Context: an optimization exercise on an open-source flow, tuned for small area, a short achievable clock period and few clock cycles per item. The choices shown serve that exercise and are no tape-out recipe. Only simulation tests tie the RTL to the original design; equivalence was not proved. Power is estimated from default activity; no workload was simulated.

==> flow/design.v <==
package gbp_pkg;
	localparam logic [7:0] TERM_RESET = 8'd13;
	localparam logic [7:0] CH_SPACE = 8'h20;
	localparam logic [7:0] CH_MINUS = 8'h2D;
	localparam logic [7:0] CH_POINT = 8'h2E;
	localparam logic [7:0] CH_A = 8'h41;
	localparam logic [7:0] CH_F = 8'h46;
	localparam logic [7:0] CH_G = 8'h47;
	localparam logic [7:0] CH_L = 8'h4C;
	localparam logic [7:0] CH_M = 8'h4D;
	localparam logic [7:0] CH_N = 8'h4E;
	localparam logic [7:0] CH_U = 8'h55;
	localparam logic [7:0] CH_V = 8'h56;
	localparam logic [7:0] CH_W = 8'h57;
	typedef logic [3:0] kind_t;
	localparam kind_t K_NONE = 4'd0;
	localparam kind_t K_N    = 4'd1;
	localparam kind_t K_G    = 4'd2;
	localparam kind_t K_M    = 4'd3;
	localparam kind_t K_F    = 4'd4;
	localparam kind_t K_L    = 4'd5;
	localparam kind_t K_W    = 4'd6;
	localparam kind_t K_U    = 4'd7;
	localparam kind_t K_V    = 4'd8;
	localparam kind_t K_A    = 4'd9;
	function automatic kind_t kind_of(input logic [7:0] c);
		kind_t k;
		case (c)
			CH_N: k = K_N;
			CH_G: k = K_G;
			CH_M: k = K_M;
			CH_F: k = K_F;
			CH_L: k = K_L;
			CH_W: k = K_W;
			CH_U: k = K_U;
			CH_V: k = K_V;
			CH_A: k = K_A;
			default: k = K_NONE;
		endcase
		kind_of = k;
	endfunction
	typedef logic [3:0] cls_t;
	localparam cls_t C_OTHER = 4'd0;
	localparam cls_t C_DIGIT = 4'd10;
	localparam cls_t C_SPACE = 4'd11;
	localparam cls_t C_MINUS = 4'd12;
	localparam cls_t C_POINT = 4'd13;
	function automatic cls_t cls_of(input logic [7:0] c);
		cls_t k;
		k = kind_of(c);
		if ((c[7:4] == 4'h3) && (c[3:0] <= 4'd9)) k = C_DIGIT;
		else if (c == CH_SPACE) k = C_SPACE;
		else if (c == CH_MINUS) k = C_MINUS;
		else if (c == CH_POINT) k = C_POINT;
		cls_of = k;
	endfunction
endpackage
module gcode_block_parser_top #(
	parameter int AXIS_WORD_CHARS = 15,
	parameter int INT_WORD_DIGITS = 4
) (
	input  logic        clk,
	input  logic        arst_n,
	input  logic        cfg_we,
	input  logic [7:0]  cfg_wdata,
	input  logic        char_valid,
	input  logic [7:0]  char_in,
	output logic        char_ready,
	output logic        block_valid,
	input  logic        block_ready,
	output logic [13:0] block_number,
	output logic [1:0]  code_letter,
	output logic [6:0]  code_number,
	output logic [13:0] feed_value,
	output logic [13:0] repeat_count,
	output logic [31:0] x_milli,
	output logic [31:0] y_milli,
	output logic [31:0] z_milli,
	output logic [31:0] a_milli
);
	localparam int MAX_LIM = (AXIS_WORD_CHARS > INT_WORD_DIGITS) ? AXIS_WORD_CHARS
		: INT_WORD_DIGITS;
	localparam int CNT_W = $clog2(MAX_LIM + 1);
	localparam logic [CNT_W-1:0] LIM_AXIS = CNT_W'(AXIS_WORD_CHARS);
	localparam logic [CNT_W-1:0] LIM_INT = CNT_W'(INT_WORD_DIGITS);
	localparam logic [CNT_W-1:0] LIM_CODE = CNT_W'(2);
	localparam bit INT_SAT = (INT_WORD_DIGITS > 4);
	localparam int AW = 33;
	logic [7:0]       term_q;
	logic             cv_q;       
	gbp_pkg::cls_t    cls_q;      
	logic             ct_q;       
	logic [14:0]      wt_q;       
	logic             bv_q;       
	logic             first_q;    
	logic             cr_q;       
	logic             tk_q;       
	gbp_pkg::kind_t            kind_q;
	logic             pw_q;       
	logic [CNT_W-1:0] cnt_q;
	logic             neg_q, pt_q, st_q, en_q, ovf_q;
	logic [1:0]       fd_q;
	logic             mul10_q;    
	logic             frac_q;     
	logic             mul10b_q;   
	logic             fracb_q;
	logic [1:0]       wsel_q;     
	logic [AW-1:0]    acc_q;
	logic [13:0]      f_n, f_feed, f_rep;
	logic [1:0]       f_cl;
	logic [6:0]       f_cn;
	logic [31:0]      f_x, f_y, f_z, f_a;
	assign char_ready   = cr_q;
	assign block_valid  = bv_q;
	assign block_number = f_n;
	assign code_letter  = f_cl;
	assign code_number  = f_cn;
	assign feed_value   = f_feed;
	assign repeat_count = f_rep;
	assign x_milli      = f_x;
	assign y_milli      = f_y;
	assign z_milli      = f_z;
	assign a_milli      = f_a;
	function automatic logic [AW-1:0] add_sk(input logic [AW-1:0] a, input logic [AW-1:0] b,
		input logic kill);
		logic [AW-1:0] g, p, x;
		int j;
		x = a ^ b;
		g = a & b;
		p = x;
		for (int l = 0; (1 << l) < AW; l++) begin
			for (int i = 0; i < AW; i++) begin
				if (((i >> l) & 1) == 1) begin
					j = ((i >> l) << l) - 1;
					g[i] = g[i] | (p[i] & g[j]);
					p[i] = p[i] & p[j];
				end
			end
		end
		add_sk = (x & {AW{!kill}}) ^ ({g[AW-2:0], 1'b0} & {AW{!kill}});
	endfunction
	logic take, stall, proc;
	logic cv_d, ct_d;
	assign take  = char_valid && cr_q;
	assign stall = cv_q && bv_q && (!first_q || ct_q);
	assign proc  = cv_q && !stall;
	assign cv_d  = stall ? cv_q : take;
	assign ct_d  = stall ? ct_q : (char_in == term_q);
	gbp_pkg::kind_t kc;
	logic       digit, is_sp, is_minus, is_point, is_n, is_l, is_f;
	logic       k_int, k_nl, k_fl, k_axis, early;
	logic [CNT_W-1:0] limit, cnt_inc;
	assign kc       = (cls_q <= 4'd9) ? cls_q : gbp_pkg::K_NONE;    
	assign digit    = (cls_q == gbp_pkg::C_DIGIT);
	assign is_sp    = (cls_q == gbp_pkg::C_SPACE);
	assign is_minus = (cls_q == gbp_pkg::C_MINUS);
	assign is_point = (cls_q == gbp_pkg::C_POINT);
	assign is_n     = (cls_q == gbp_pkg::K_N);
	assign is_l     = (cls_q == gbp_pkg::K_L);
	assign is_f     = (cls_q == gbp_pkg::K_F);
	assign k_nl     = (kind_q == gbp_pkg::K_N) || (kind_q == gbp_pkg::K_G) || (kind_q == gbp_pkg::K_M);
	assign k_fl     = (kind_q == gbp_pkg::K_F) || (kind_q == gbp_pkg::K_L);
	assign k_int    = k_nl || k_fl;
	assign k_axis   = (kind_q == gbp_pkg::K_W) || (kind_q == gbp_pkg::K_U) || (kind_q == gbp_pkg::K_V) || (kind_q == gbp_pkg::K_A);
	assign cnt_inc  = cnt_q + CNT_W'(1);
	always_comb begin
		case (kind_q)
			gbp_pkg::K_F: early = is_sp || is_n || is_l;
			gbp_pkg::K_L: early = is_sp || is_n || is_f;
			gbp_pkg::K_W, gbp_pkg::K_U, gbp_pkg::K_V, gbp_pkg::K_A: early = is_sp || is_n;
			default: early = 1'b0;
		endcase
	end
	always_comb begin
		case (kind_q)
			gbp_pkg::K_G, gbp_pkg::K_M: limit = LIM_CODE;
			gbp_pkg::K_W, gbp_pkg::K_U, gbp_pkg::K_V, gbp_pkg::K_A: limit = LIM_AXIS;
			default: limit = LIM_INT;
		endcase
	end
	logic word_open, absorb, open_new, wr;
	assign word_open = (kind_q != gbp_pkg::K_NONE) && !pw_q;
	assign absorb    = proc && !ct_q && word_open && !early;
	assign open_new  = proc && !ct_q && !(word_open && !early);
	assign wr        = pw_q || (proc && (kind_q != gbp_pkg::K_NONE) && (ct_q || early));
	logic add;
	logic n_neg, n_pt, n_st, n_en;
	logic [1:0] n_fd;
	always_comb begin
		add = 1'b0;
		n_neg = neg_q;
		n_pt = pt_q;
		n_st = st_q;
		n_en = en_q;
		n_fd = fd_q;
		if (k_nl) begin
			if (!en_q && !(is_sp && !st_q)) begin
				if (digit) begin
					n_st = 1'b1;
					add = 1'b1;
				end else begin
					n_en = 1'b1;
				end
			end
		end else if (k_fl) begin
			add = digit;
		end else begin
			if (!en_q) begin
				if (is_minus) begin
					if (st_q) n_en = 1'b1;
					else begin
						n_st = 1'b1;
						n_neg = 1'b1;
					end
				end else if (is_point) begin
					if (pt_q) n_en = 1'b1;
					else begin
						n_pt = 1'b1;
						n_st = 1'b1;
					end
				end else if (digit) begin
					n_st = 1'b1;
					if (!pt_q) add = 1'b1;
					else if (fd_q != 2'd3) begin
						add = 1'b1;
						n_fd = fd_q + 2'd1;
					end
				end
			end
		end
	end
	logic       mul10;
	logic       o_axis;
	logic [1:0] n_wsel, wsel_d;
	logic       neg_d;
	assign mul10 = mul10_q;
	assign o_axis = (kc == gbp_pkg::K_W) || (kc == gbp_pkg::K_U) || (kc == gbp_pkg::K_V)
		|| (kc == gbp_pkg::K_A);
	assign n_wsel = !k_axis ? 2'd3 : (!n_pt ? 2'd0 : n_fd + 2'd1);
	assign wsel_d = absorb ? n_wsel : (open_new ? (o_axis ? 2'd0 : 2'd3) : wsel_q);
	assign neg_d  = absorb ? n_neg : (open_new ? 1'b0 : neg_q);
	logic [13:0] bw;
	always_comb begin
		bw = 14'd0;
		case ({wsel_d, char_in[3:0]})
			{2'd0, 4'd1}: bw = 14'd1000;
			{2'd0, 4'd2}: bw = 14'd2000;
			{2'd0, 4'd3}: bw = 14'd3000;
			{2'd0, 4'd4}: bw = 14'd4000;
			{2'd0, 4'd5}: bw = 14'd5000;
			{2'd0, 4'd6}: bw = 14'd6000;
			{2'd0, 4'd7}: bw = 14'd7000;
			{2'd0, 4'd8}: bw = 14'd8000;
			{2'd0, 4'd9}: bw = 14'd9000;
			{2'd1, 4'd1}: bw = 14'd100;
			{2'd1, 4'd2}: bw = 14'd200;
			{2'd1, 4'd3}: bw = 14'd300;
			{2'd1, 4'd4}: bw = 14'd400;
			{2'd1, 4'd5}: bw = 14'd500;
			{2'd1, 4'd6}: bw = 14'd600;
			{2'd1, 4'd7}: bw = 14'd700;
			{2'd1, 4'd8}: bw = 14'd800;
			{2'd1, 4'd9}: bw = 14'd900;
			{2'd2, 4'd1}: bw = 14'd10;
			{2'd2, 4'd2}: bw = 14'd20;
			{2'd2, 4'd3}: bw = 14'd30;
			{2'd2, 4'd4}: bw = 14'd40;
			{2'd2, 4'd5}: bw = 14'd50;
			{2'd2, 4'd6}: bw = 14'd60;
			{2'd2, 4'd7}: bw = 14'd70;
			{2'd2, 4'd8}: bw = 14'd80;
			{2'd2, 4'd9}: bw = 14'd90;
			{2'd3, 4'd0}: bw = 14'd0;
			{2'd3, 4'd1}: bw = 14'd1;
			{2'd3, 4'd2}: bw = 14'd2;
			{2'd3, 4'd3}: bw = 14'd3;
			{2'd3, 4'd4}: bw = 14'd4;
			{2'd3, 4'd5}: bw = 14'd5;
			{2'd3, 4'd6}: bw = 14'd6;
			{2'd3, 4'd7}: bw = 14'd7;
			{2'd3, 4'd8}: bw = 14'd8;
			{2'd3, 4'd9}: bw = 14'd9;
			default: bw = 14'd0;
		endcase
	end
	logic [AW-1:0] op1, op2, op3, csa_s, csa_c, acc_sum;
	logic          acc_oor;
	localparam int HB = AW / 2;
	assign op1[HB-1:0]  = mul10_q ? {acc_q[HB-4:0], 3'b000} : '0;
	assign op1[AW-1:HB] = mul10b_q ? acc_q[AW-4:HB-3] : '0;
	assign op2[HB-1:0]  = !frac_q ? {acc_q[HB-2:0], 1'b0} : acc_q[HB-1:0];
	assign op2[AW-1:HB] = !fracb_q ? acc_q[AW-2:HB-1] : acc_q[AW-1:HB];
	assign op3 = {{(AW-15){wt_q[14]}}, wt_q};
	assign csa_s = op1 ^ op2 ^ op3;
	assign csa_c = (op1 & op2) | (op1 & op3) | (op2 & op3);
	assign acc_sum = add_sk(csa_s, {csa_c[AW-2:0], wt_q[14]}, !absorb);
	assign acc_oor  = (acc_q[AW-1] != acc_q[31]);
	logic          acc_big;
	assign acc_big  = !frac_q && (acc_q[30:28] != {3{acc_q[31]}});
	logic        sat;
	logic [31:0] axis_val;
	logic [13:0] int_val;
	assign sat      = ovf_q || acc_oor;
	assign axis_val = sat ? {neg_q, {31{!neg_q}}} : acc_q[31:0];
	assign int_val  = (INT_SAT && (sat || (acc_q[31:0] > 32'd16383))) ? 14'd16383 : acc_q[13:0];
	logic emit, bv_d, first_d;
	assign emit    = proc && ct_q;
	assign bv_d    = emit || (bv_q && !block_ready);
	assign first_d = emit;
	always_ff @(posedge clk or negedge arst_n) begin
		if (!arst_n) begin
			term_q <= gbp_pkg::TERM_RESET;
			cv_q <= 1'b0;
			bv_q <= 1'b0;
			cr_q <= 1'b1;
			tk_q <= 1'b1;
			kind_q <= gbp_pkg::K_NONE;
			pw_q <= 1'b0;
		end else begin
			if (cfg_we) term_q <= cfg_wdata;
			cv_q <= cv_d;
			bv_q <= bv_d;
			cr_q <= !(bv_d && (!first_d || (cv_d && ct_d)));
			tk_q <= bv_q && block_ready;
			if (absorb) begin
				pw_q <= (cnt_inc >= limit);
			end else if (open_new) begin
				kind_q <= kc;
				pw_q <= 1'b0;
			end else if (emit || pw_q) begin
				kind_q <= gbp_pkg::K_NONE;
				pw_q <= 1'b0;
			end
		end
	end
	always_ff @(posedge clk) begin
		if (!stall) begin
			cls_q <= gbp_pkg::cls_of(char_in);
			wt_q <= {neg_d, bw ^ {14{neg_d}}};
		end
		ct_q <= ct_d;
		first_q <= first_d;
		if (absorb) begin
			cnt_q <= cnt_inc;
			neg_q <= n_neg;
			pt_q <= n_pt;
			st_q <= n_st;
			en_q <= n_en;
			fd_q <= n_fd;
			mul10_q <= !(k_axis && n_pt);
			frac_q <= k_axis && n_pt;
			mul10b_q <= !n_pt;
			fracb_q <= n_pt && !k_int;
			wsel_q <= wsel_d;
			if (add) begin
				ovf_q <= ovf_q || acc_oor || acc_big;
			end
		end else if (open_new) begin
			cnt_q <= '0;
			neg_q <= 1'b0;
			pt_q <= 1'b0;
			st_q <= 1'b0;
			en_q <= 1'b0;
			fd_q <= 2'd0;
			mul10_q <= 1'b1;
			frac_q <= 1'b0;
			mul10b_q <= 1'b1;
			fracb_q <= 1'b0;
			wsel_q <= wsel_d;
			ovf_q <= 1'b0;
		end
		if ((absorb && add) || open_new) acc_q <= acc_sum;
	end
	logic w_n, w_c, w_f, w_l, w_x, w_y, w_z, w_a;
	logic h_n, h_c, h_f, h_l, h_x, h_y, h_z, h_a;
	assign w_n = wr && (kind_q == gbp_pkg::K_N);
	assign w_c = wr && (kind_q == gbp_pkg::K_G || kind_q == gbp_pkg::K_M);
	assign w_f = wr && (kind_q == gbp_pkg::K_F);
	assign w_l = wr && (kind_q == gbp_pkg::K_L);
	assign w_x = wr && (kind_q == gbp_pkg::K_W);
	assign w_y = wr && (kind_q == gbp_pkg::K_U);
	assign w_z = wr && (kind_q == gbp_pkg::K_V);
	assign w_a = wr && (kind_q == gbp_pkg::K_A);
	assign h_n = !w_n && !tk_q;
	assign h_c = !w_c && !tk_q;
	assign h_f = !w_f && !tk_q;
	assign h_l = !w_l && !tk_q;
	assign h_x = !w_x && !tk_q;
	assign h_y = !w_y && !tk_q;
	assign h_z = !w_z && !tk_q;
	assign h_a = !w_a && !tk_q;
	logic [1:0] cl_val;
	assign cl_val = (kind_q == gbp_pkg::K_G) ? 2'd1 : 2'd2;
	always_ff @(posedge clk) begin
		f_n    <= ({14{w_n}} & int_val) | ({14{h_n}} & f_n);
		f_cl   <= ({2{w_c}} & cl_val) | ({2{h_c}} & f_cl);
		f_cn   <= ({7{w_c}} & int_val[6:0]) | ({7{h_c}} & f_cn);
		f_feed <= ({14{w_f}} & int_val) | ({14{h_f}} & f_feed);
		f_rep  <= ({14{w_l}} & int_val) | ({14{h_l}} & f_rep) | {13'd0, tk_q && !w_l};
		f_x    <= ({32{w_x}} & axis_val) | ({32{h_x}} & f_x);
		f_y    <= ({32{w_y}} & axis_val) | ({32{h_y}} & f_y);
		f_z    <= ({32{w_z}} & axis_val) | ({32{h_z}} & f_z);
		f_a    <= ({32{w_a}} & axis_val) | ({32{h_a}} & f_a);
	end
endmodule
==> flow/flow/run.sh <==
#!/bin/bash
set -euo pipefail
bash standard.sh "BUFFER_PORTS_ARGS=-buffer_cell sky130_fd_sc_hd__buf_1" finish > flow_make.log 2>&1
==> flow/standard.sh <==
#!/bin/bash
# synth_recipe.tcl (not shown) runs the flow's synth.tcl, then flattens the netlist and writes it again
# the make line also repeats each setting of config.mk as NAME=value (left out here)
make -C /OpenROAD-flow-scripts/flow DESIGN_CONFIG=/design/flow/config.mk WORK_HOME=/design/flow/orfs CLKGATE_MAP_FILE= SYNTH_SCRIPT=/design/flow/synth_recipe.tcl "${@:-finish}"
==> flow/config.mk <==
export PLATFORM = sky130hd
export DESIGN_NAME = gcode_block_parser_top
export DESIGN_NICKNAME = gcode_block_parser_top
export VERILOG_FILES = /design/flow/design.v
export SDC_FILE = /design/flow/constraint.sdc
export NUM_CORES = 4
export LEC_CHECK = 0
export ABC_AREA = 1
export CAP_MARGIN = 20
export CORE_MARGIN = 2
export CORE_UTILIZATION = 65
export CTS_BUF_LIST = sky130_fd_sc_hd__clkbuf_16
export CTS_CLUSTER_DIAMETER = 120
export CTS_CLUSTER_SIZE = 20
export SETUP_SLACK_MARGIN = 4.7
export SLEW_MARGIN = 20
==> flow/constraint.sdc <==
create_clock -name core_clock -period 8.0 [get_ports {clk}]
set_input_delay 1.6000 -clock core_clock [delete_from_list [all_inputs] [get_ports {clk}]]
set_output_delay 1.6000 -clock core_clock [all_outputs]
set_load 0.01 [all_outputs]
==> flow_summary.toml, run 1 <==
[yosys]
async_flop_share_pct = 6.37
synth.most_common_cell = "nand3_1"
synth-seq-area-share_pct = 44.9
synthXorXnorAreaFrac_pct = 1.16
synth_largest_area_cell = "dfxtp_1"
synth-compound-area-share_pct = 13.5
synth_fa_ha_area_share_pct = 8.58
synth_top_family_by_area = "simple AND/OR/NAND/NOR gates"
synth_area_leaders = "dfxtp_1 (27%), edfxtp_1 (15%), nand3_1 (9.5%), nand2_1 (7.1%), o21ai_0 (6.5%)"
synth_simple_gate_area_share_pct = 22.5
synth-seq-cells = 267
netlist_area_um2 = 13600
syn_nets = 1767
synth_cell_types = 51
synth-edff-count = 68
syn_inst = 1670
synth_top_cell_area_share_pct = 26.7
synth_commonest_cells = "nand3_1 (258), nand2_1 (257), inv_1 (216), dfxtp_1 (182), o21ai_0 (177)"
synth_warnings = 1
synth_flop_cell = "dfxtp_1"
synth_mux_area_share_pct = 0.661
syn_avg_cell_area_um2 = 8.16

[power_and_ir_drop]
max-vdd-ir-drop_uv = 234
swShare_pct = 35.4
p_seq_share_pct = 45.4
internal-power_w = 0.00224
power.density_nw_per_um2 = 228
p_clk_share_pct = 24.5
power_switching_w = 0.00123
combPwrFrac_pct = 30.1
power.static_leakage_nw = 6.73

[setup_path]
path_max_fanout = 9
cp-start-kind = "flip-flop"
crit_arrival_ns = 3.51
crit_type = "flip-flop to flip-flop"
critPathRequiredTime_ns = 8.27
cp-end-kind = "flip-flop"

[floorplan]
dieArea_um2 = 22100
row_count = 52
die_h_um = 149
start_util_pct = 66.7
coreArea_um2 = 20400
die_x_um = 149
io_pins = 202

[route]
drc_errors = 0
dr.first_iter.drc_count = 1199
num_vias = 12287
drtAntennaViolNets = 0
wl_per_cell_um = 17.0
first_pass_iters = 6
routed_wl_um = 36000
vias_per_cell = 5.81

[final_layout]
drive_above_1_share_pct = 7.04
antenna_cells = 0
design_area_um2 = 15300
multi_input_area_um2 = 6460
syn2layout_area_growth_pct = 12.0
ff_latch_area_um2 = 6120
fill_cells = 1635
num-nets-final = 1937

[placement]
dp_slack_ns = 4.01
port_buffers = 201
postPlaceCellArea_um2 = 14400
place.gp.congestion = 0.920
dp_hpwl_um = 24400

[clock_tree]
clock_path_buffers = 3
cts_hold_buffers = 0
clockRootBuffer = "clkbuf_16"
cts_tree = "yes"
clkSinkCount = 267
cts_buffers = 17
clk_pin_slew_ns = 0.10
htreeDepth = 1
clk_latency_ns = 0.50

[job]
drv_cap = 0

[sta]
clock_skew_ns = 0.0214
maxSlewViolCount = 0
fin_ws_ns = 4.77
fin_setup_tns_ns = 0
relSlewSlack_pct = 31.9
setup_viol_count_final = 0
rsz0062_at_grt = "yes"
min_period_ns = 3.23
hold_viol_final = 0
period_share_pct = 40.4
worst_slew_pin_slew_ns = 1.02
fmax_mhz = 309

[global_route]
grt-ovfl-total = 0
grtUsageTotal_pct = 31.5
grt_start_max_net_pins = 94
grt_first_pass_wirelength_um = 56800
first_global_vias = 11063
antenna_found_initial = 0

[hold_path]
hp-class = "flip-flop to flip-flop"

[status]
status = "finished clean"
## timing repair
item,4_1_cts,5_1_grt
buffers inserted,11,16
gates cloned,0,3
resized for setup,12,37
setup endpoints to repair,112,27
pin swaps,1,5
## power by group through the flow
stage / logic, W / registers (W) / clock network, W
global placement: 0.000906 / 0.00161 / 0
finish: 0.00105 / 0.00158 / 0.000849
CTS: 0.000960 / 0.00158 / 0.000857
global route: 0.00117 / 0.00159 / 0.000906
floorplan: 0.000671 / 0.00161 / 0
detailed placement: 0.000943 / 0.00161 / 0
## cell families (layout without fill, tap and decap cells)
family,Yosys count,in the layout
muxes,8,8
and+or+nand+nor,646,648
DFF,267,267
buffers and inverters,305,479
xor gates and xnor gates,18,18
adders and majority gates,76,76
AOI/OAI and AO/OA,350,350
## layer usage
metal / up-vias / part of all wire [%] / track usage [%]
li1: 5967 / - / -
met1: 5809 / 43 / 44.7
met2: 466 / 47 / 52.3
met3: 45 / 8.3 / 3.82
met4: 0 / 1.9 / 6.81
met5: - / 0 / 0
## cell type report
type | count | area share, %
tap | 270 | 2.21
multi-input combinational | 1100 | 42.4
clock inverter | 8 | 0.312
timing repair buffer | 231 | 6.57
clock buffer | 17 | 2.79
sequential | 267 | 40.1
inverter | 223 | 5.65
## cell usage in the layout (no fill, tap or decap), drive strengths merged, types with 3 or more instances in the layout
cell and instances:
a21boi 3, a21o 3, a21oi 48, a31oi 3
buf 230, clkbuf 18, clkinvlp 4, dfrtp 12
dfstp 5, dfxtp 182, edfxtp 68, fa 29
ha 47, inv 225, mux2 8, nand2 270
nand3 264, nand3b 7, nand4 30, nor2 63
nor3 11, o21ai 272, o21bai 3, o22ai 5
o31ai 4, xnor2 12, xor2 6
## through the flow
stage | hold WS (ns) | total power (W) | instances | utilization, %
3_3_place_gp | 0.452 | 0.00251 | 2061 | 70.5
6_report | 0.479 | 0.00347 | 2116 | 74.7
5_1_grt | 0.494 | 0.00367 | 2116 | 74.7
2_1_floorplan | 0.497 | 0.00228 | 1670 | -
4_1_cts | 0.481 | 0.00339 | 2097 | 73.4
3_5_place_dp | 0.469 | 0.00255 | 2061 | 70.5
## final timing paths
check | slack (ns) | from | endpoint | cells past startpoint
setup / recovery | 4.77 | fracb_q | acc_q[29] | 17
hold / removal | 0.48 | f_y[16] | f_y[16] | 2
setup reg to reg | 4.77 | fracb_q | acc_q[29] | 17
hold reg to reg | 0.48 | f_y[16] | f_y[16] | 2
max in group asynchronous | 6.22 | arst_n | term_q[5] | 1
min in group asynchronous | 1.20 | arst_n | term_q[6] | 1
## worst max-delay path, stage by stage, from the launching register on
cell      delay [ns]
edfxtp_1        0.45
buf_4           0.19
nand2_1         0.06
o21ai_0         0.15
fa_1            0.56
inv_1           0.05
ha_1            0.22
a21oi_2         0.20
nor2_1          0.07
nor2_2          0.13
o21bai_2        0.12
nand3_1         0.08
o211ai_1        0.09
buf_4           0.20
a21boi_1        0.21
nand2_1         0.09
nand3_1         0.07
nand2_1         0.06
## state kept, by name, indices dropped and copies added (netlist names), 15 cells and up
signal and count:
acc_q 33, f_z 32, f_x 32, wt_q 15
f_a 32, f_y 32
Testbench counts, summed over its fixed seeds: cycles 82,158, chars 82,147.
==> run 2, diff against run 1 <==
--- a/flow/config.mk
+++ b/flow/config.mk
@@ -10,6 +10,6 @@
 export CORE_MARGIN = 2
-export CORE_UTILIZATION = 65
+export CORE_UTILIZATION = 40
 export CTS_BUF_LIST = sky130_fd_sc_hd__clkbuf_16
 export CTS_CLUSTER_DIAMETER = 120
-export CTS_CLUSTER_SIZE = 20
+export CTS_CLUSTER_SIZE = 24
 export SETUP_SLACK_MARGIN = 4.7
==> run 2 against run 1 <==
  * Global-route usage down 11 points
  * Flip-flop and latch count unchanged
  * Cell count up 8.0%
  * Cell area up 1.1%
  * Synthesized area unchanged
  * Total power down 2.0%
  * Largest cell class unchanged
==> flow_summary.toml, run 2 <==
[status]
status = "finished clean"

[yosys]
netlist_area_um2 = 13600
synth-seq-cells = 267
synth_commonest_cells = "nand3_1 (258), nand2_1 (257), inv_1 (216), dfxtp_1 (182), o21ai_0 (177)"
synth_top_cell_area_share_pct = 26.7
async_flop_share_pct = 6.37
syn_inst = 1670
synth.most_common_cell = "nand3_1"
synth_warnings = 1
synth-edff-count = 68
synth_cell_types = 51
syn_nets = 1767
synth_largest_area_cell = "dfxtp_1"
synth-seq-area-share_pct = 44.9
synth_flop_cell = "dfxtp_1"
syn_avg_cell_area_um2 = 8.16
synth_area_leaders = "dfxtp_1 (27%), edfxtp_1 (15%), nand3_1 (9.5%), nand2_1 (7.1%), o21ai_0 (6.5%)"

[sta]
min_period_ns = 3.12
setup_viol_count_final = 0
worst_slew_pin_slew_ns = 1.06
clock_skew_ns = 0.0248
hold_viol_final = 0
maxSlewViolCount = 0
rsz0062_at_grt = "yes"
holdWs_ns = 0.483
period_share_pct = 39.1
relSlewSlack_pct = 29.4
fin_setup_tns_ns = 0
fmax_mhz = 320

[power_and_ir_drop]
max-vdd-ir-drop_uv = 109
p_clk_share_pct = 23.7
power.static_leakage_nw = 6.68
internal-power_w = 0.00219
power_switching_w = 0.00122
p_seq_share_pct = 46.3
combPwrFrac_pct = 30.0
power.density_nw_per_um2 = 221
swShare_pct = 35.8

[hold_path]
hp-start = "f_n[11]"
hp-class = "flip-flop to flip-flop"
hold_depth = 2
min_to = "f_n[11]"

[setup_path]
critPathSlowestCell = "fa_1"
crit_type = "flip-flop to flip-flop"
cp-end-kind = "flip-flop"
r2r-end = "acc_q[32]"
cp-start-kind = "flip-flop"
critPathTopFamily = "adder cells"
critPathRequiredTime_ns = 8.25
critPathBufInv = 5
crit_arrival_ns = 3.37
crit_top_cell = "nand2_1"
r2r.worst_path.cells = 19
crit_chain = "clkinvlp_4 -> buf_4 -> buf_6 -> fa_1 -> inv_1 -> ha_1 -> a21o_1 -> nand2_1 -> nand2_1 -> nand2_1 -> nand2_2 -> inv_1 -> o21ai_1 -> nand2_1 -> nand2_1 -> a21oi_2 -> nand2_1 -> nand3b_1 -> nand2_1"
slowest_delay_ns = 0.54
r2r-start = "wt_q[14]"
path_max_fanout = 9
r2r_slack_ns = 4.88

[route]
routed_wl_um = 36900
first_pass_iters = 6
dr.first_iter.drc_count = 794
drc_errors = 0
vias_per_cell = 5.25
drtAntennaViolNets = 0
num_vias = 12009
wl_per_cell_um = 16.1

[final_layout]
layout_commonest_cell = "nand3_1"
antenna_cells = 0
ff_latch_area_um2 = 6120
multi_input_area_um2 = 6480
top_register = "acc_q"
syn2layout_area_growth_pct = 13.3
fill_cells = 3405
drive_above_1_share_pct = 6.64
design_area_um2 = 15400
final_cell_mix = "nand3_1 (256), nand2_1 (250), inv_1 (216)"
largest_reg_flops = 33
num-nets-final = 1930

[clock_tree]
clkSinkCount = 267
clk_pin_slew_ns = 0.09
clockRootBuffer = "clkbuf_16"
clock_path_buffers = 3
clk_latency_ns = 0.51
cts_tree = "yes"
cts_hold_buffers = 0
cts_buffers = 15
htreeDepth = 1

[placement]
dp_hpwl_um = 25500
postPlaceCellArea_um2 = 14600
port_buffers = 201
place.gp.congestion = 0.877

[global_route]
grt_start_max_net_pins = 105
antenna_found_initial = 0
grt-ovfl-total = 0
grt_first_pass_wirelength_um = 59400
first_global_vias = 11254
grtUsageTotal_pct = 20.3

[job]
drv_cap = 0

[floorplan]
die_h_um = 189
io_pins = 202
coreArea_um2 = 33500
row_count = 67
dieArea_um2 = 35500
die_x_um = 189
start_util_pct = 40.6
==> run 2: power by group through the flow <==
stage,combinational (W),sequential [W],clock [W]
global placement,0.000931,0.00161,0
floorplan,0.000671,0.00161,0
detailed placement,0.000954,0.00161,0
CTS,0.000967,0.00158,0.000830
finish,0.00102,0.00158,0.000807
global route,0.00116,0.00159,0.000868
==> run 2: timing repair <==
| action | in CTS | in global routing |
|---|---|---|
| gates cloned | 0 | 2 |
| gates resized for setup | 10 | 40 |
| hold endpoints to repair | 0 | 0 |
| setup buffers | 15 | 6 |
| pin swaps | 1 | 4 |
| setup endpoints to repair | 74 | 86 |
==> run 2: cell families after synthesis <==
family / synth area share [%]
flops: 44.9
simple gates: 22.5
fa+ha+maj: 8.58
xor+xnor: 1.16
buf+inv: 8.75
mux: 0.661
compound gates: 13.5
==> run 2: per-layer routing <==
metal | global-route usage [%] | vias to the layer above | routed length [µm]
met2 | 33.0 | 355 | 16800
met5 | 0 | - | 0
met4 | 5.05 | 0 | 728
met1 | 28.7 | 5669 | 17200
met3 | 2.64 | 46 | 2210
li1 | - | 5939 | -
==> run 2: final cells by class <==
type | instances | share of cell area [%]
tap | 448 | 3.63
timing repair buffer | 226 | 6.37
multi-input combinational | 1100 | 42.0
inverter | 223 | 5.60
clock inverter | 7 | 0.300
clock buffer | 15 | 2.43
sequential | 267 | 39.6
==> run 2: worst max path at each step <==
stage	start	end	slack (ns)	cells past startpoint
floorplan	wt_q[14]	acc_q[25]	4.70	14
global placement	frac_q	acc_q[18]	4.02	12
detailed placement	frac_q	acc_q[26]	3.92	15
CTS	frac_q	acc_q[18]	4.71	14
global route	kind_q[1]	f_x[17]	4.65	12
finish	wt_q[14]	acc_q[32]	4.88	19
==> run 2: per-stage QoR <==
step | total power (W) | setup WS [ns] | util [%] | std cells
4_1_cts | 0.00337 | 4.71 | 45.4 | 2277
3_5_place_dp | 0.00256 | 3.92 | 43.6 | 2240
2_1_floorplan | 0.00228 | 4.70 | - | 1670
5_1_grt | 0.00362 | 4.65 | 46.0 | 2286
6_report | 0.00341 | 4.88 | 46.0 | 2286
3_3_place_gp | 0.00254 | 4.02 | 43.6 | 2240
==> run 2: worst register-to-register path, cell delays in order, from the launching register on <==
cell and delay [ns]:
edfxtp_1 0.44, clkinvlp_4 0.12, buf_4 0.17, buf_6 0.17
fa_1 0.54, inv_1 0.04, ha_1 0.30, a21o_1 0.19
nand2_1 0.07, nand2_1 0.08, nand2_1 0.08, nand2_2 0.08
inv_1 0.06, o21ai_1 0.09, nand2_1 0.08, nand2_1 0.06
a21oi_2 0.13, nand2_1 0.07, nand3b_1 0.07, nand2_1 0.05
==> run 3, diff against run 2 <==
--- a/flow/config.mk
+++ b/flow/config.mk
@@ -12,4 +12,4 @@
 export CTS_BUF_LIST = sky130_fd_sc_hd__clkbuf_16
-export CTS_CLUSTER_DIAMETER = 120
-export CTS_CLUSTER_SIZE = 24
+export CTS_CLUSTER_DIAMETER = 100
+export CTS_CLUSTER_SIZE = 16
 export SETUP_SLACK_MARGIN = 4.7
==> run 3 against run 2 <==
  * Still clean on timing, DRC and antenna
  * First-iteration DRC count up 9.6%
  * Register-to-register slack about the same
  * Count of clock-buffer cells in the layout up 6
  * Total power up 4.0%
  * Synthesized cell count unchanged
  * Cell count up 0.17%
  * Clock skew about the same
  * Maximum frequency down 0.27%
  * Critical path type unchanged
  * Largest cell class unchanged
==> flow_summary.toml, run 3 <==
[status]
status = "finished clean"

[power_and_ir_drop]
power.density_nw_per_um2 = 228
power.static_leakage_nw = 6.75
max-vdd-ir-drop_uv = 142
p_total_w = 0.00354

[final_layout]
syn2layout_area_growth_pct = 14.1
multi_input_area_um2 = 6460
antenna_cells = 0
top_register = "acc_q"
num-nets-final = 1931
largest_reg_flops = 33
drive_above_1_share_pct = 6.84
ff_latch_area_um2 = 6120
fill_cells = 3379
final_cell_mix = "nand3_1 (255), nand2_1 (250), inv_1 (219)"
layout_commonest_cell = "nand3_1"

[sta]
min_period_ns = 3.13
setup_viol_count_final = 0
maxSlewViolCount = 0
fin_setup_tns_ns = 0
rsz0062_at_grt = "yes"
clock_skew_ns = 0.0248
relSlewSlack_pct = 30.8
worst_slew_pin_slew_ns = 1.04
hold_viol_final = 0
period_share_pct = 39.2
fmax_mhz = 319

[hold_path]
hold_depth = 2
min_to = "f_x[22]"
hp-start = "f_x[22]"
hp-class = "flip-flop to flip-flop"

[floorplan]
coreArea_um2 = 33500
row_count = 67
io_pins = 202
dieArea_um2 = 35500
start_util_pct = 40.6
die_x_um = 189
die_h_um = 189

[yosys]
syn_inst = 1670
synth.most_common_cell = "nand3_1"
synth-edff-count = 68
synth_top_family_by_area = "simple AND/OR/NAND/NOR gates"
synth_top_cell_area_share_pct = 26.7
syn_nets = 1767
synth-seq-area-share_pct = 44.9
synth_largest_area_cell = "dfxtp_1"
async_flop_share_pct = 6.37
synth_flop_cell = "dfxtp_1"
synth_area_leaders = "dfxtp_1 (27%), edfxtp_1 (15%), nand3_1 (9.5%), nand2_1 (7.1%), o21ai_0 (6.5%)"
synth_fa_ha_area_share_pct = 8.58
syn_avg_cell_area_um2 = 8.16
synthXorXnorAreaFrac_pct = 1.16
synth_mux_area_share_pct = 0.661
synth_commonest_cells = "nand3_1 (258), nand2_1 (257), inv_1 (216), dfxtp_1 (182), o21ai_0 (177)"
synth_simple_gate_area_share_pct = 22.5
synth-compound-area-share_pct = 13.5
synth_cell_types = 51
synth-seq-cells = 267
netlist_area_um2 = 13600
synth_warnings = 1

[setup_path]
r2r_slack_ns = 4.87
cp-start-kind = "flip-flop"
r2r-end = "acc_q[25]"
cp-end-kind = "flip-flop"
crit_type = "flip-flop to flip-flop"
r2r-start = "fracb_q"
r2r.worst_path.cells = 17
path_max_fanout = 34
critPathRequiredTime_ns = 8.28
crit_arrival_ns = 3.41

[global_route]
antenna_found_initial = 0
grt-ovfl-total = 0
grtUsageTotal_pct = 20.4
grt_first_pass_wirelength_um = 59700
grt_start_max_net_pins = 105
first_global_vias = 11419

[route]
drtAntennaViolNets = 0
dr.first_iter.drc_count = 870
drc_errors = 0
num_vias = 12041
routed_wl_um = 36800
wl_per_cell_um = 16.1
first_pass_iters = 5
vias_per_cell = 5.26

[clock_tree]
clkSinkCount = 267
cts_tree = "yes"
htreeDepth = 1
clock_path_buffers = 3
clockRootBuffer = "clkbuf_16"
cts_buffers = 20
clk_pin_slew_ns = 0.09
clk_latency_ns = 0.52

[placement]
dp_hpwl_um = 25500
place.gp.congestion = 0.877
port_buffers = 201

[job]
drv_cap = 0
==> run 3: worst max-delay path by stage <==
stage           endpoint     start  slack, ns
2_1_floorplan  acc_q[25]  wt_q[14]       4.70
3_3_place_gp   acc_q[18]    frac_q       4.02
3_5_place_dp   acc_q[26]    frac_q       3.92
4_1_cts        acc_q[18]    frac_q       4.70
5_1_grt        acc_q[24]    frac_q       4.64
6_report       acc_q[25]   fracb_q       4.87
==> run 3: what timing repair did <==
action / 4_1_cts / 5_1_grt
pin swaps: 1 / 2
hold buffers: 0 / 0
setup endpoints to repair: 74 / 108
setup buffers: 14 / 5
gates resized for setup: 10 / 39
==> run 3: cell families after synthesis <==
family / count (synthesis)
muxes: 8
xor gates and xnor gates: 18
buffers and inverters: 305
and+or+nand+nor: 646
AOI/OAI and AO/OA: 350
DFF: 267
adders and majority gates: 76
==> run 3: layout make-up <==
| cell class | instances | share of cell area (%) |
|---|---|---|
| clock inverters | 9 | 0.233 |
| flip-flops and latches | 267 | 39.4 |
| repair buffers | 224 | 6.33 |
| well taps | 448 | 3.61 |
| clock buffers | 21 | 3.38 |
| inverters | 223 | 5.55 |
| multi-input cells | 1098 | 41.5 |
==> run 3: worst max-delay path, cell delays in order, from the launching register on <==
cell	delay (ns)
edfxtp_1	0.40
buf_8	0.19
nand2_1	0.08
o21ai_0	0.12
fa_1	0.53
inv_1	0.05
ha_1	0.21
a21oi_2	0.20
nor2_1	0.08
nor2_2	0.16
o21bai_2	0.13
nand3_1	0.09
o211ai_1	0.09
buf_4	0.20
a21oi_1	0.20
nand2_1	0.08
nand3b_1	0.08
nand2_1	0.05
==> run 3: metrics by stage <==
stage	utilization [%]	setup slack, ns	hold slack (ns)	instance area [µm²]	cells
2_1_floorplan	-	4.70	0.497	13600	1670
3_3_place_gp	43.6	4.02	0.455	14600	2240
3_5_place_dp	43.6	3.92	0.470	14600	2240
4_1_cts	45.8	4.70	0.482	15300	2284
5_1_grt	46.4	4.64	0.496	15500	2290
6_report	46.4	4.87	0.481	15500	2290
==> run 3: metal layers <==
metal | GRT usage [%] | wire length (µm) | up-vias
li1 | - | - | 5933
met1 | 28.6 | 17000 | 5690
met2 | 33.3 | 16800 | 372
met3 | 2.74 | 2290 | 46
met4 | 5.08 | 690 | 0
met5 | 0 | 0 | -
==> run 3: power breakdown <==
part           switching, W  internal [W]
clock              0.000479      0.000471
combinational      0.000682      0.000332
sequential        0.0000701       0.00151
total               0.00123       0.00231
==> run 4, diff against run 3 <==
--- a/flow/config.mk
+++ b/flow/config.mk
@@ -8,3 +8,3 @@
 export ABC_AREA = 1
-export CAP_MARGIN = 20
+export CAP_MARGIN = 5
 export CORE_MARGIN = 2
@@ -12,5 +12,6 @@
 export CTS_BUF_LIST = sky130_fd_sc_hd__clkbuf_16
-export CTS_CLUSTER_DIAMETER = 100
-export CTS_CLUSTER_SIZE = 16
+export CTS_CLUSTER_DIAMETER = 120
+export CTS_CLUSTER_SIZE = 20
+export PLACE_DENSITY = 0.75
 export SETUP_SLACK_MARGIN = 4.7
-export SLEW_MARGIN = 20
+export SLEW_MARGIN = 5
==> run 4 against run 3 <==
  * Cell count fell by 0.48%
  * Clock skew fell by 0.0060 ns
  * Synthesized cell count stayed put
  * Sequential share of layout area rose by 0.45 points
  * Flip-flop and latch count did not move
  * Critical path depth decreased by 2
  * Critical path type unchanged
  * Critical endpoint is now acc_q[18]
==> flow_summary.toml, run 4 <==
[yosys]
synth_cell_types = 51
synth.most_common_cell = "nand3_1"
synth_largest_area_cell = "dfxtp_1"
synth_commonest_cells = "nand3_1 (258), nand2_1 (257), inv_1 (216), dfxtp_1 (182), o21ai_0 (177)"
synth_warnings = 1
syn_nets = 1767
synth-edff-count = 68
netlist_area_um2 = 13600
synth_flop_cell = "dfxtp_1"
synth-seq-area-share_pct = 44.9
syn_avg_cell_area_um2 = 8.16
async_flop_share_pct = 6.37
synth_top_cell_area_share_pct = 26.7
synth_area_leaders = "dfxtp_1 (27%), edfxtp_1 (15%), nand3_1 (9.5%), nand2_1 (7.1%), o21ai_0 (6.5%)"
synth-seq-cells = 267
syn_inst = 1670

[floorplan]
die_x_um = 189
coreArea_um2 = 33500
dieArea_um2 = 35500
io_pins = 202
die_h_um = 189
row_count = 67
start_util_pct = 40.6

[status]
status = "finished clean"

[final_layout]
syn2layout_area_growth_pct = 12.8
num-nets-final = 1923
final_cell_mix = "nand3_1 (255), nand2_1 (250), inv_1 (217)"
top_register = "acc_q"
utilization_pct = 45.8
layout_commonest_cell = "nand3_1"
largest_reg_flops = 33
antenna_cells = 0
drive_above_1_share_pct = 6.23

[job]
drv_cap = 0

[power_and_ir_drop]
power.density_nw_per_um2 = 225
internal-power_w = 0.00224
power_switching_w = 0.00122
max-vdd-ir-drop_uv = 146
combPwrFrac_pct = 29.4
power.static_leakage_nw = 6.66
swShare_pct = 35.3
p_seq_share_pct = 45.5
p_clk_share_pct = 25.1

[sta]
clock_skew_ns = 0.0188
setup_viol_count_final = 0
worst_slew_pin_slew_ns = 1.08
min_period_ns = 3.13
rsz0062_at_grt = "yes"
fmax_mhz = 320
fin_ws_ns = 4.87
fin_setup_tns_ns = 0
maxSlewViolCount = 0
period_share_pct = 39.1
relSlewSlack_pct = 28.1
hold_viol_final = 0

[clock_tree]
cts_buffers = 17
clock_path_buffers = 3
clkSinkCount = 267
htreeDepth = 1
clockRootBuffer = "clkbuf_16"
clk_latency_ns = 0.51
cts_tree = "yes"
clk_pin_slew_ns = 0.09

[route]
num_vias = 12178
first_pass_iters = 7
dr.first_iter.drc_count = 958
drtAntennaViolNets = 0
wl_per_cell_um = 15.8
vias_per_cell = 5.34
drc_errors = 0
routed_wl_um = 36000

[hold_path]
min_to = "f_cl[1]"
hold_depth = 2
hp-start = "f_cl[1]"
hp-class = "flip-flop to flip-flop"

[setup_path]
crit_arrival_ns = 3.39
crit_type = "flip-flop to flip-flop"
startpoint = "acc_q[2]"
critPathBufInv = 1
r2r-start = "acc_q[2]"
slowest_delay_ns = 0.48
cp-end-kind = "flip-flop"
path_max_fanout = 7
critPathSlowestCell = "fa_1"
r2r-end = "acc_q[18]"
r2r_slack_ns = 4.87
crit_top_cell = "nand2_1"
critPathTopFamily = "simple AND/OR/NAND/NOR gates"
critPathRequiredTime_ns = 8.26
cp-start-kind = "flip-flop"
crit_chain = "inv_1 -> o21ai_0 -> fa_1 -> ha_1 -> nand2_1 -> nand2_1 -> nand2_1 -> nand2_2 -> nand2_2 -> nand2_4 -> nand3_4 -> nand2_4 -> nand2_1 -> a21oi_1 -> nor2_1"
r2r.worst_path.cells = 15

[placement]
port_buffers = 201
dp_hpwl_um = 25100
place.gp.congestion = 0.913
dp_slack_ns = 3.95

[global_route]
grt-ovfl-total = 0
antenna_found_initial = 0
grt_first_pass_wirelength_um = 58100
grtUsageTotal_pct = 19.7
first_global_vias = 11455
grt_start_max_net_pins = 102
==> run 4: cell types whose count changed in the layout (fill, tap and decap cells not counted), moves of 2 or more <==
cell / delta
inv_1: -2
nor3_1: +2
a21oi_1: +3
a21oi_2: -3
clkbuf_16: -3
buf_12: -2
nor3_2: -2
nand2_4: +2
o21ai_0: -2
buf_4: -3
==> run 4: cell type report <==
class                      instances  area (µm²)
tap                              448         561
inverter                         223         863
timing repair buffer             217         895
fill                            3284       18200
sequential                       267        6120
clock inverter                     6        30.0
clock buffer                      18         450
multi-input combinational       1100        6450
==> run 4: cell families (layout without fill, tap and decap cells) <==
group / after synthesis / after routing / share of synthesized area [%]
DFF: 267 / 267 / 44.9
buffers and inverters: 305 / 464 / 8.75
xor gates and xnor gates: 18 / 18 / 1.16
adders and majority gates: 76 / 76 / 8.58
muxes: 8 / 8 / 0.661
AOI/OAI and AO/OA: 350 / 350 / 13.5
and+or+nand+nor: 646 / 648 / 22.5
==> run 4: repair_timing <==
| action | in CTS | in global routing |
|---|---|---|
| setup endpoints to repair | 72 | 81 |
| hold buffers | 0 | 0 |
| pin swaps | 2 | 2 |
| setup buffers | 13 | 1 |
| resized for setup | 10 | 34 |
| cloned | 1 | 1 |
==> run 4: worst max-delay path by stage <==
stage | to | cells after the start
2_1_floorplan | acc_q[25] | 14
3_3_place_gp | acc_q[18] | 12
3_5_place_dp | acc_q[18] | 18
4_1_cts | acc_q[24] | 19
5_1_grt | f_y[13] | 12
6_report | acc_q[18] | 15
==> run 4: metal layers <==
metal / global-route usage [%] / vias to the layer above / wire length, µm
met3: 2.25 / 85 / 2540
met2: 32.8 / 451 / 16500
met5: 0 / - / 0
met1: 26.3 / 5724 / 15600
li1: - / 5918 / -
met4: 8.02 / 0 / 1270
==> run 4: power by group through the flow <==
stage | Clock [W] | Sequential (W) | Combinational (W)
after CTS | 0.000881 | 0.00158 | 0.000975
after floorplan | 0 | 0.00161 | 0.000671
after global placement | 0 | 0.00160 | 0.000907
final | 0.000869 | 0.00158 | 0.00102
after detailed placement | 0 | 0.00161 | 0.000949
after global routing | 0.000932 | 0.00159 | 0.00114
==> run 4: worst register-to-register path, cell delays in order (launching register included) <==
cell,delay (ns)
edfxtp_1,0.42
inv_1,0.30
o21ai_0,0.18
fa_1,0.48
ha_1,0.32
nand2_1,0.06
nand2_1,0.10
nand2_1,0.11
nand2_2,0.12
nand2_2,0.08
nand2_4,0.11
nand3_4,0.13
nand2_4,0.16
nand2_1,0.10
a21oi_1,0.17
nor2_1,0.06
==> run 4: metrics by stage <==
stage	hold slack, ns	cell area, µm²	total power [W]	instances
after global routing	0.501	15400	0.00366	2279
after global placement	0.454	14600	0.00251	2239
after CTS	0.481	15300	0.00343	2277
final	0.481	15400	0.00346	2279
after floorplan	0.497	13600	0.00228	1670
after detailed placement	0.458	14600	0.00256	2239
==> run 5, diff against run 4 <==
--- a/flow/config.mk
+++ b/flow/config.mk
@@ -8,3 +8,3 @@
 export ABC_AREA = 1
-export CAP_MARGIN = 5
+export CAP_MARGIN = 20
 export CORE_MARGIN = 2
@@ -14,4 +14,4 @@
 export CTS_CLUSTER_SIZE = 20
-export PLACE_DENSITY = 0.75
+export GPL_ROUTABILITY_DRIVEN = 0
 export SETUP_SLACK_MARGIN = 4.7
-export SLEW_MARGIN = 5
+export SLEW_MARGIN = 20
==> run 5 against run 4 <==
  * Still clean on timing, DRC and antenna
  * Synthesized cell count unchanged
  * Non-clock buffer count up 6
  * Setup slack gained 0.017 ns
  * Routed wire length up 1.9%
  * Sequential share of layout area down 0.19 points
  * Critical endpoint is now acc_q[25]
  * Largest cell class unchanged
==> flow_summary.toml, run 5 <==
[global_route]
grt_first_pass_wirelength_um = 59500
grtUsageTotal_pct = 20.3
first_global_vias = 11332
grt_start_max_net_pins = 105
antenna_found_initial = 0
grt-ovfl-total = 0

[sta]
clock_skew_ns = 0.0174
period_share_pct = 38.9
hold_viol_final = 0
setup_viol_count_final = 0
rsz0062_at_grt = "yes"
maxSlewViolCount = 0
worst_slew_pin_slew_ns = 1.05
fmax_mhz = 321
fin_setup_tns_ns = 0
min_period_ns = 3.11
relSlewSlack_pct = 29.8

[floorplan]
dieArea_um2 = 35500
io_pins = 202
row_count = 67
coreArea_um2 = 33500
die_h_um = 189
start_util_pct = 40.6
die_x_um = 189

[power_and_ir_drop]
power.static_leakage_nw = 6.68
power.density_nw_per_um2 = 223
p_total_w = 0.00344
max-vdd-ir-drop_uv = 125

[clock_tree]
clockRootBuffer = "clkbuf_16"
clock_path_buffers = 3
cts_buffers = 17
htreeDepth = 1
clk_pin_slew_ns = 0.09
clk_latency_ns = 0.50
cts_tree = "yes"
clkSinkCount = 267
cts_hold_buffers = 0

[yosys]
netlist_area_um2 = 13600
synth_warnings = 1
synth.most_common_cell = "nand3_1"
synth_flop_cell = "dfxtp_1"
synth-seq-cells = 267
synth_cell_types = 51
synth-seq-area-share_pct = 44.9
syn_avg_cell_area_um2 = 8.16
synth_area_leaders = "dfxtp_1 (27%), edfxtp_1 (15%), nand3_1 (9.5%), nand2_1 (7.1%), o21ai_0 (6.5%)"
synth_largest_area_cell = "dfxtp_1"
synth-edff-count = 68
async_flop_share_pct = 6.37
syn_inst = 1670
synth_commonest_cells = "nand3_1 (258), nand2_1 (257), inv_1 (216), dfxtp_1 (182), o21ai_0 (177)"
syn_nets = 1767
synth_top_cell_area_share_pct = 26.7

[placement]
dp_hpwl_um = 25500
port_buffers = 201

[route]
drc_errors = 0
first_pass_iters = 6
routed_wl_um = 36700
wl_per_cell_um = 16.1
dr.first_iter.drc_count = 839
drtAntennaViolNets = 0
num_vias = 12034
vias_per_cell = 5.27

[final_layout]
top_register = "acc_q"
final_cell_mix = "nand3_1 (255), nand2_1 (250), inv_1 (216)"
utilization_pct = 46.0
antenna_cells = 0
syn2layout_area_growth_pct = 13.4
largest_reg_flops = 33
layout_commonest_cell = "nand3_1"
num-nets-final = 1927
drive_above_1_share_pct = 6.49

[setup_path]
cp-end-kind = "flip-flop"
critPathSlowestCell = "fa_1"
cp-start-kind = "flip-flop"
crit_top_cell = "nand2_1"
crit_type = "flip-flop to flip-flop"
crit_chain = "buf_8 -> nand2_1 -> o21ai_1 -> fa_1 -> inv_1 -> ha_4 -> a21oi_4 -> nor2_1 -> nor2_2 -> o21bai_2 -> nand3_1 -> o211ai_1 -> buf_4 -> a21oi_1 -> nand2_1 -> nand3b_1 -> nand2_1"
slowest_delay_ns = 0.52
path_max_fanout = 34
critPathRequiredTime_ns = 8.27
crit_arrival_ns = 3.38

[status]
status = "finished clean"

[job]
drv_cap = 0

[hold_path]
hp-class = "flip-flop to flip-flop"
-- run 5: cell counts after synthesis --
No cell type changed its count.
-- run 5: through the flow --
step	hold WS [ns]	instances	area (µm²)	setup slack, ns
after floorplan	0.497	1670	13600	4.70
after global placement	0.455	2240	14600	4.02
after detailed placement	0.470	2240	14600	3.92
after CTS	0.483	2277	15200	4.71
after global routing	0.498	2283	15400	4.64
final	0.483	2283	15400	4.89
-- run 5: power breakdown --
group	internal, W	switching (W)
Combinational	0.000334	0.000680
Sequential	0.00151	0.0000700
Clock	0.000388	0.000458
Total	0.00223	0.00121
-- run 5: layout make-up --
cell class,instances,area (µm²)
Tap cell,448,561
Fill cell,3401,18100
Inverter,223,863
Timing Repair Buffer,223,980
Clock buffer,17,425
Sequential cell,267,6120
Clock inverter,7,33.8
Multi-Input combinational cell,1098,6460
-- run 5: critical path, delay by kind of cell (launching register included) --
kind	cells	cell delay [ns]
flops	1	0.40
simple gates	7	0.61
compound gates	5	0.68
fa+ha+maj	2	0.76
buf+inv	3	0.45
-- run 5: logic make-up after synthesis --
family,count (synthesis),synth area share (%)
XOR/XNOR,18,1.16
AO/OA/AOI/OAI,350,13.5
AND/OR/NAND/NOR,646,22.5
buffers and inverters,305,8.75
multiplexers,8,0.661
adder cells (fa/ha/maj),76,8.58
flip-flops,267,44.9
-- run 5: final timing paths --
path | slack [ns] | end | cells after the start | startpoint
max | 4.89 | acc_q[25] | 17 | fracb_q
min | 0.48 | f_x[14] | 2 | f_x[14]
max reg2reg | 4.89 | acc_q[25] | 17 | fracb_q
min reg2reg | 0.48 | f_x[14] | 2 | f_x[14]
max in group asynchronous | 6.23 | cv_q | 1 | arst_n
min in group asynchronous | 1.21 | term_q[4] | 1 | arst_n
-- run 5: what timing repair did --
item | 4_1_cts | 5_1_grt
cloned | 0 | 0
pin swaps | 1 | 3
resized for setup | 10 | 39
endpoints found under the setup margin | 74 | 98
setup buffers | 13 | 5
-- run 5: metal layers --
| metal | wire [µm] | global-route usage [%] | part of all wire [%] |
|---|---|---|---|
| met1 | 17000 | 28.7 | 46 |
| met5 | 0 | 0 | 0 |
| met2 | 16700 | 33.3 | 45 |
| met4 | 652 | 4.66 | 1.8 |
| met3 | 2340 | 2.53 | 6.4 |
==> run 6, diff against run 5 <==
--- a/flow/config.mk
+++ b/flow/config.mk
@@ -14,3 +14,3 @@
 export CTS_CLUSTER_SIZE = 20
-export GPL_ROUTABILITY_DRIVEN = 0
+export PLACE_DENSITY = 0.8
 export SETUP_SLACK_MARGIN = 4.7
==> run 6 against run 5 <==
  * Still clean
  * Worst hold slack got worse by 0.0056 ns
  * Register-to-register slack got worse by 0.21 ns
  * Sequential power about the same
  * Global-route usage decreased by 0.62 points
  * Clock skew increased by 0.020 ns
  * Synthesized cell count unchanged
  * Synthesized area unchanged
  * Sequential share of layout area decreased by 0.42 points
  * Critical path type unchanged
  * Highest routed layer unchanged
==> flow_summary.toml, run 6 <==
[hold_path]
hp-start = "f_cl[1]"
hp-class = "flip-flop to flip-flop"

[global_route]
grt_first_pass_wirelength_um = 58200
first_global_vias = 11623
grtUsageTotal_pct = 19.7
grt_start_max_net_pins = 108
antenna_found_initial = 0
grt-ovfl-total = 0

[setup_path]
cp-end-kind = "flip-flop"
startpoint = "wt_q[14]"
critPathTopFamily = "buffers and inverters"
path_max_fanout = 8
critPathBufInv = 5
critPathSlowestCell = "edfxtp_1"
crit_arrival_ns = 3.60
r2r_slack_ns = 4.68
crit_chain = "clkinvlp_4 -> buf_4 -> fa_1 -> inv_1 -> ha_1 -> inv_2 -> nor2_1 -> nor2_2 -> o21bai_4 -> nand3_1 -> o211ai_1 -> buf_4 -> a21oi_2 -> nand2_1 -> nand3b_1 -> nand2_1"
slowest_delay_ns = 0.52
crit_type = "flip-flop to flip-flop"
r2r-start = "wt_q[14]"
r2r.worst_path.cells = 16
critPathRequiredTime_ns = 8.27
endpoint = "acc_q[32]"
crit_cells = 16
cp-start-kind = "flip-flop"
r2r-end = "acc_q[32]"

[final_layout]
layout_commonest_cell = "nand3_1"
top_register = "acc_q"
final_cell_mix = "nand3_1 (255), nand2_1 (247), inv_1 (216)"
num-nets-final = 1936
drive_above_1_share_pct = 8.01
largest_reg_flops = 33
syn2layout_area_growth_pct = 14.6
fill_cells = 3182

[placement]
dp_slack_ns = 4.05
place.gp.congestion = 0.930
port_buffers = 201
dp_hpwl_um = 24900

[route]
wl_met2_um = 17300
vias_per_cell = 5.41
highest_layer = "met4"
wl_met3_um = 2800
drtAntennaViolNets = 0
wl_per_cell_um = 15.9
first_pass_iters = 6
num_vias = 12430
drc_errors = 0
routed_wl_um = 36500
m1WireLength_um = 15200
dr.first_iter.drc_count = 899

[sta]
maxSlewViolCount = 0
min_period_ns = 3.32
worst_slew_pin_slew_ns = 1.08
clock_skew_ns = 0.0373
period_share_pct = 41.5
fin_ws_ns = 4.68
relSlewSlack_pct = 27.9
setup_viol_count_final = 0
fin_setup_tns_ns = 0
rsz0062_at_grt = "yes"
fmax_mhz = 301
hold_viol_final = 0

[floorplan]
coreArea_um2 = 33500
start_util_pct = 40.6
die_x_um = 189
die_h_um = 189
io_pins = 202
dieArea_um2 = 35500
row_count = 67

[yosys]
synth.most_common_cell = "nand3_1"
async_flop_share_pct = 6.37
synth_top_cell_area_share_pct = 26.7
synth-seq-cells = 267
synth-edff-count = 68
syn_avg_cell_area_um2 = 8.16
syn_nets = 1767
synth_warnings = 1
netlist_area_um2 = 13600
synth_area_leaders = "dfxtp_1 (27%), edfxtp_1 (15%), nand3_1 (9.5%), nand2_1 (7.1%), o21ai_0 (6.5%)"
synth_largest_area_cell = "dfxtp_1"
syn_inst = 1670
synth_commonest_cells = "nand3_1 (258), nand2_1 (257), inv_1 (216), dfxtp_1 (182), o21ai_0 (177)"
synth_cell_types = 51
synth_flop_cell = "dfxtp_1"
synth-seq-area-share_pct = 44.9

[job]
drv_cap = 0

[clock_tree]
cts_tree = "yes"
clkSinkCount = 267
clockRootBuffer = "clkbuf_16"
htreeDepth = 1
clock_path_buffers = 3
clk_latency_ns = 0.53
clk_pin_slew_ns = 0.09
cts_hold_buffers = 0
cts_buffers = 17

[power_and_ir_drop]
swShare_pct = 35.7
power.static_leakage_nw = 6.75
power.density_nw_per_um2 = 225
p_total_w = 0.00351
p_clk_share_pct = 24.2
power_switching_w = 0.00126
internal-power_w = 0.00226
combPwrFrac_pct = 30.9
max-vdd-ir-drop_uv = 139
p_seq_share_pct = 44.9

[status]
status = "finished clean"
-- run 6: cell counts after synthesis --
Identical to the previous run, type by type.
-- run 6: kinds of logic after synthesis --
kind of cell / share of synthesized area, %
buf+inv: 8.75
simple gates: 22.5
xor+xnor: 1.16
flops: 44.9
fa+ha+maj: 8.58
mux: 0.661
compound gates: 13.5
-- run 6: worst min-delay path by stage --
stage,cells after the start,slack (ns),to
after global placement,2,0.45,f_cl[1]
after floorplan,2,0.50,f_a[3]
after CTS,2,0.47,f_cl[1]
final,2,0.48,f_cl[1]
after detailed placement,2,0.45,f_cl[1]
after global routing,2,0.50,f_y[15]
-- run 6: power groups by stage --
stage / logic [W] / clock network, W / registers, W
2_1_floorplan: 0.000671 / 0 / 0.00161
5_1_grt: 0.00121 / 0.000913 / 0.00159
6_report: 0.00108 / 0.000850 / 0.00158
3_3_place_gp: 0.000901 / 0 / 0.00161
3_5_place_dp: 0.000946 / 0 / 0.00161
4_1_cts: 0.000969 / 0.000866 / 0.00158
-- run 6: worst register-to-register path, delay by kind of cell, from the launching register on --
family / cells / cell delay, ns
buffers and inverters: 5 / 0.81
AO/OA/AOI/OAI: 3 / 0.40
AND/OR/NAND/NOR: 6 / 0.56
flip-flops: 1 / 0.52
adder cells (fa/ha/maj): 2 / 0.80
-- run 6: metal layers --
layer | vias to the layer above | track usage (%)
met3 | 87 | 2.81
met4 | 0 | 7.27
met5 | - | 0
li1 | 5965 | -
met2 | 543 | 34.0
met1 | 5835 | 25.1
-- run 6: layout make-up --
| type | count | area (µm²) | area share, % |
|---|---|---|---|
| multi-input combinational | 1098 | 6560 | 42.0 |
| sequential | 267 | 6120 | 39.2 |
| timing repair buffer | 232 | 1020 | 6.57 |
| inverter | 223 | 867 | 5.56 |
| tap | 448 | 561 | 3.59 |
| clock buffer | 17 | 425 | 2.73 |
| clock inverter | 10 | 51.3 | 0.329 |
| antenna | 1 | 2.50 | 0.0160 |
-- run 6: per-stage QoR --
stage	cell area, µm²	hold WS (ns)	instances	utilization, %
global route	15600	0.500	2295	46.5
CTS	15300	0.475	2283	45.5
detailed placement	14600	0.455	2238	43.6
global placement	14600	0.454	2238	43.6
finish	15600	0.477	2296	46.5
floorplan	13600	0.497	1670	-
-- run 6: what timing repair did --
action	CTS	global route
pin swaps	1	7
cloned	0	2
setup endpoints to repair	72	148
buffers inserted	18	10
gates resized for setup	9	71
endpoints found under the hold margin	0	0
==> run 7, diff against run 6 <==
--- a/flow/config.mk
+++ b/flow/config.mk
@@ -14,3 +14,2 @@
 export CTS_CLUSTER_SIZE = 20
-export PLACE_DENSITY = 0.8
 export SETUP_SLACK_MARGIN = 4.7
==> run 7 against run 6 <==
  * Setup slack better by 0.21 ns
  * Largest cell class unchanged
  * Combinational power down 6%
  * Sequential power about the same
  * Worst hold slack better by 0.0056 ns
  * Synthesized area unchanged
  * Highest routed layer unchanged
  * Via count down 3.2%
  * Maximum frequency up 6.8%
  * Count of clock-buffer cells in the layout unchanged
  * Synthesized cell count unchanged
  * Still clean on timing, DRC and antenna
==> flow_summary.toml, run 7 <==
[placement]
dp_cells = 2240
port_buffers = 201
place.gp.congestion = 0.877
dp_hpwl_um = 25500

[setup_path]
path_max_fanout = 34
cp-end-kind = "flip-flop"
r2r.worst_path.cells = 17
cp-start-kind = "flip-flop"
r2r_slack_ns = 4.89
crit_arrival_ns = 3.38
r2r-start = "fracb_q"
startpoint = "fracb_q"
critPathRequiredTime_ns = 8.27
crit_type = "flip-flop to flip-flop"

[hold_path]
hp-class = "flip-flop to flip-flop"
hold_depth = 2
hp-start = "f_x[14]"

[final_layout]
fill_cells = 3401
final_cell_mix = "nand3_1 (255), nand2_1 (250), inv_1 (216)"
drive_above_1_share_pct = 6.49
syn2layout_area_growth_pct = 13.4
antenna_cells = 0
num-nets-final = 1927
layout_commonest_cell = "nand3_1"
top_register = "acc_q"
largest_reg_flops = 33
layout.cells.non_filler = 2283

[yosys]
synth.most_common_cell = "nand3_1"
synth-seq-area-share_pct = 44.9
synth_cell_types = 51
synth_largest_area_cell = "dfxtp_1"
synth_area_leaders = "dfxtp_1 (27%), edfxtp_1 (15%), nand3_1 (9.5%), nand2_1 (7.1%), o21ai_0 (6.5%)"
syn_nets = 1767
synth_flop_cell = "dfxtp_1"
synth-edff-count = 68
async_flop_share_pct = 6.37
synth_top_cell_area_share_pct = 26.7
netlist_area_um2 = 13600
synth_warnings = 1
synth-seq-cells = 267
syn_avg_cell_area_um2 = 8.16
synth_commonest_cells = "nand3_1 (258), nand2_1 (257), inv_1 (216), dfxtp_1 (182), o21ai_0 (177)"
syn_inst = 1670

[floorplan]
dieArea_um2 = 35500
start_util_pct = 40.6
io_pins = 202
coreArea_um2 = 33500
die_x_um = 189
row_count = 67
die_h_um = 189

[clock_tree]
cts_buffers = 17
clkSinkCount = 267
cts_hold_buffers = 0
htreeDepth = 1
clk_latency_ns = 0.50
clk_pin_slew_ns = 0.09
cts_tree = "yes"
clock_path_buffers = 3
clockRootBuffer = "clkbuf_16"

[sta]
setup_viol_count_final = 0
fin_setup_tns_ns = 0
fmax_mhz = 321
maxSlewViolCount = 0
min_period_ns = 3.11
period_share_pct = 38.9
rsz0062_at_grt = "yes"
worst_slew_pin_slew_ns = 1.05
relSlewSlack_pct = 29.8
clock_skew_ns = 0.0174
hold_viol_final = 0

[power_and_ir_drop]
internal-power_w = 0.00223
power.density_nw_per_um2 = 223
power_switching_w = 0.00121
swShare_pct = 35.1
p_seq_share_pct = 45.9
p_clk_share_pct = 24.6
max-vdd-ir-drop_uv = 125
power.static_leakage_nw = 6.68
combPwrFrac_pct = 29.5

[route]
drc_errors = 0
wl_per_cell_um = 16.1
first_pass_iters = 6
drtAntennaViolNets = 0
num_vias = 12034
vias_per_cell = 5.27
dr.first_iter.drc_count = 839
routed_wl_um = 36700

[status]
status = "finished clean"

[job]
drv_cap = 0

[global_route]
first_global_vias = 11332
grtUsageTotal_pct = 20.3
grt-ovfl-total = 0
antenna_found_initial = 0
grt_first_pass_wirelength_um = 59500
grt_start_max_net_pins = 105
## run 7: cell counts after synthesis
Identical to the previous run, type by type.
## run 7: routing by layer
layer,global-route usage [%],vias to the layer above,part of all wire (%)
met3,2.53,43,6.4
met5,0,-,0
met4,4.66,0,1.8
met2,33.3,375,45
met1,28.7,5679,46
li1,-,5937,-
## run 7: what timing repair did
action                                  4_1_cts  5_1_grt
buffers inserted                             13        5
endpoints found under the setup margin       74       98
gates resized for setup                      10       39
pin swaps                                     1        3
## run 7: worst max-delay path: stages (launching register included)
cell      delay (ns)
edfxtp_1        0.40
buf_8           0.19
nand2_1         0.08
o21ai_1         0.08
fa_1            0.52
inv_1           0.06
ha_4            0.24
a21oi_4         0.18
nor2_1          0.07
nor2_2          0.16
o21bai_2        0.13
nand3_1         0.09
o211ai_1        0.09
buf_4           0.20
a21oi_1         0.20
nand2_1         0.08
nand3b_1        0.08
nand2_1         0.05
## run 7: layout make-up
type                       instances  area [µm²]  share of cell area (%)
timing repair buffer             223         980                    6.34
sequential                       267        6120                    39.6
tap                              448         561                    3.63
clock inverter                     7        33.8                   0.219
multi-input combinational       1098        6460                    41.8
clock buffer                      17         425                    2.76
inverter                         223         863                    5.59
## run 7: power groups by stage
stage	Combinational, W	Clock, W	Sequential, W
2_1_floorplan	0.000671	0	0.00161
3_3_place_gp	0.000931	0	0.00161
3_5_place_dp	0.000954	0	0.00161
4_1_cts	0.000968	0.000868	0.00158
5_1_grt	0.00116	0.000910	0.00159
6_report	0.00101	0.000846	0.00158
## run 7: worst paths after layout
| kind | endpoint |
|---|---|
| worst max-delay path | acc_q[25] |
| worst min-delay path | f_x[14] |
| worst max register to register | acc_q[25] |
| worst min register to register | f_x[14] |
| max in group asynchronous | cv_q |
| min in group asynchronous | term_q[4] |
## run 7: cell families after synthesis
family	after synthesis	synth area share [%]
AOI/OAI and AO/OA	350	13.5
xor gates and xnor gates	18	1.16
adders and majority gates	76	8.58
buffers and inverters	305	8.75
DFF	267	44.9
muxes	8	0.661
and+or+nand+nor	646	22.5
## run 7: metrics by stage
| step | area (µm²) | setup slack, ns | util (%) | hold slack [ns] | total power, W |
|---|---|---|---|---|---|
| global route | 15400 | 4.64 | 46.0 | 0.498 | 0.00366 |
| finish | 15400 | 4.89 | 46.0 | 0.483 | 0.00344 |
| floorplan | 13600 | 4.70 | - | 0.497 | 0.00228 |
| global placement | 14600 | 4.02 | 43.6 | 0.455 | 0.00254 |
| CTS | 15200 | 4.71 | 45.4 | 0.483 | 0.00341 |
| detailed placement | 14600 | 3.92 | 43.6 | 0.470 | 0.00256 |

Check on run 7: ideal ports give 4.889 ns setup slack; a clkbuf_16 on the clock port and buf_2 on the inputs give 4.889 ns; moving port delays by the midpoint clock arrival (0.542 ns) as well gives 4.381 ns.
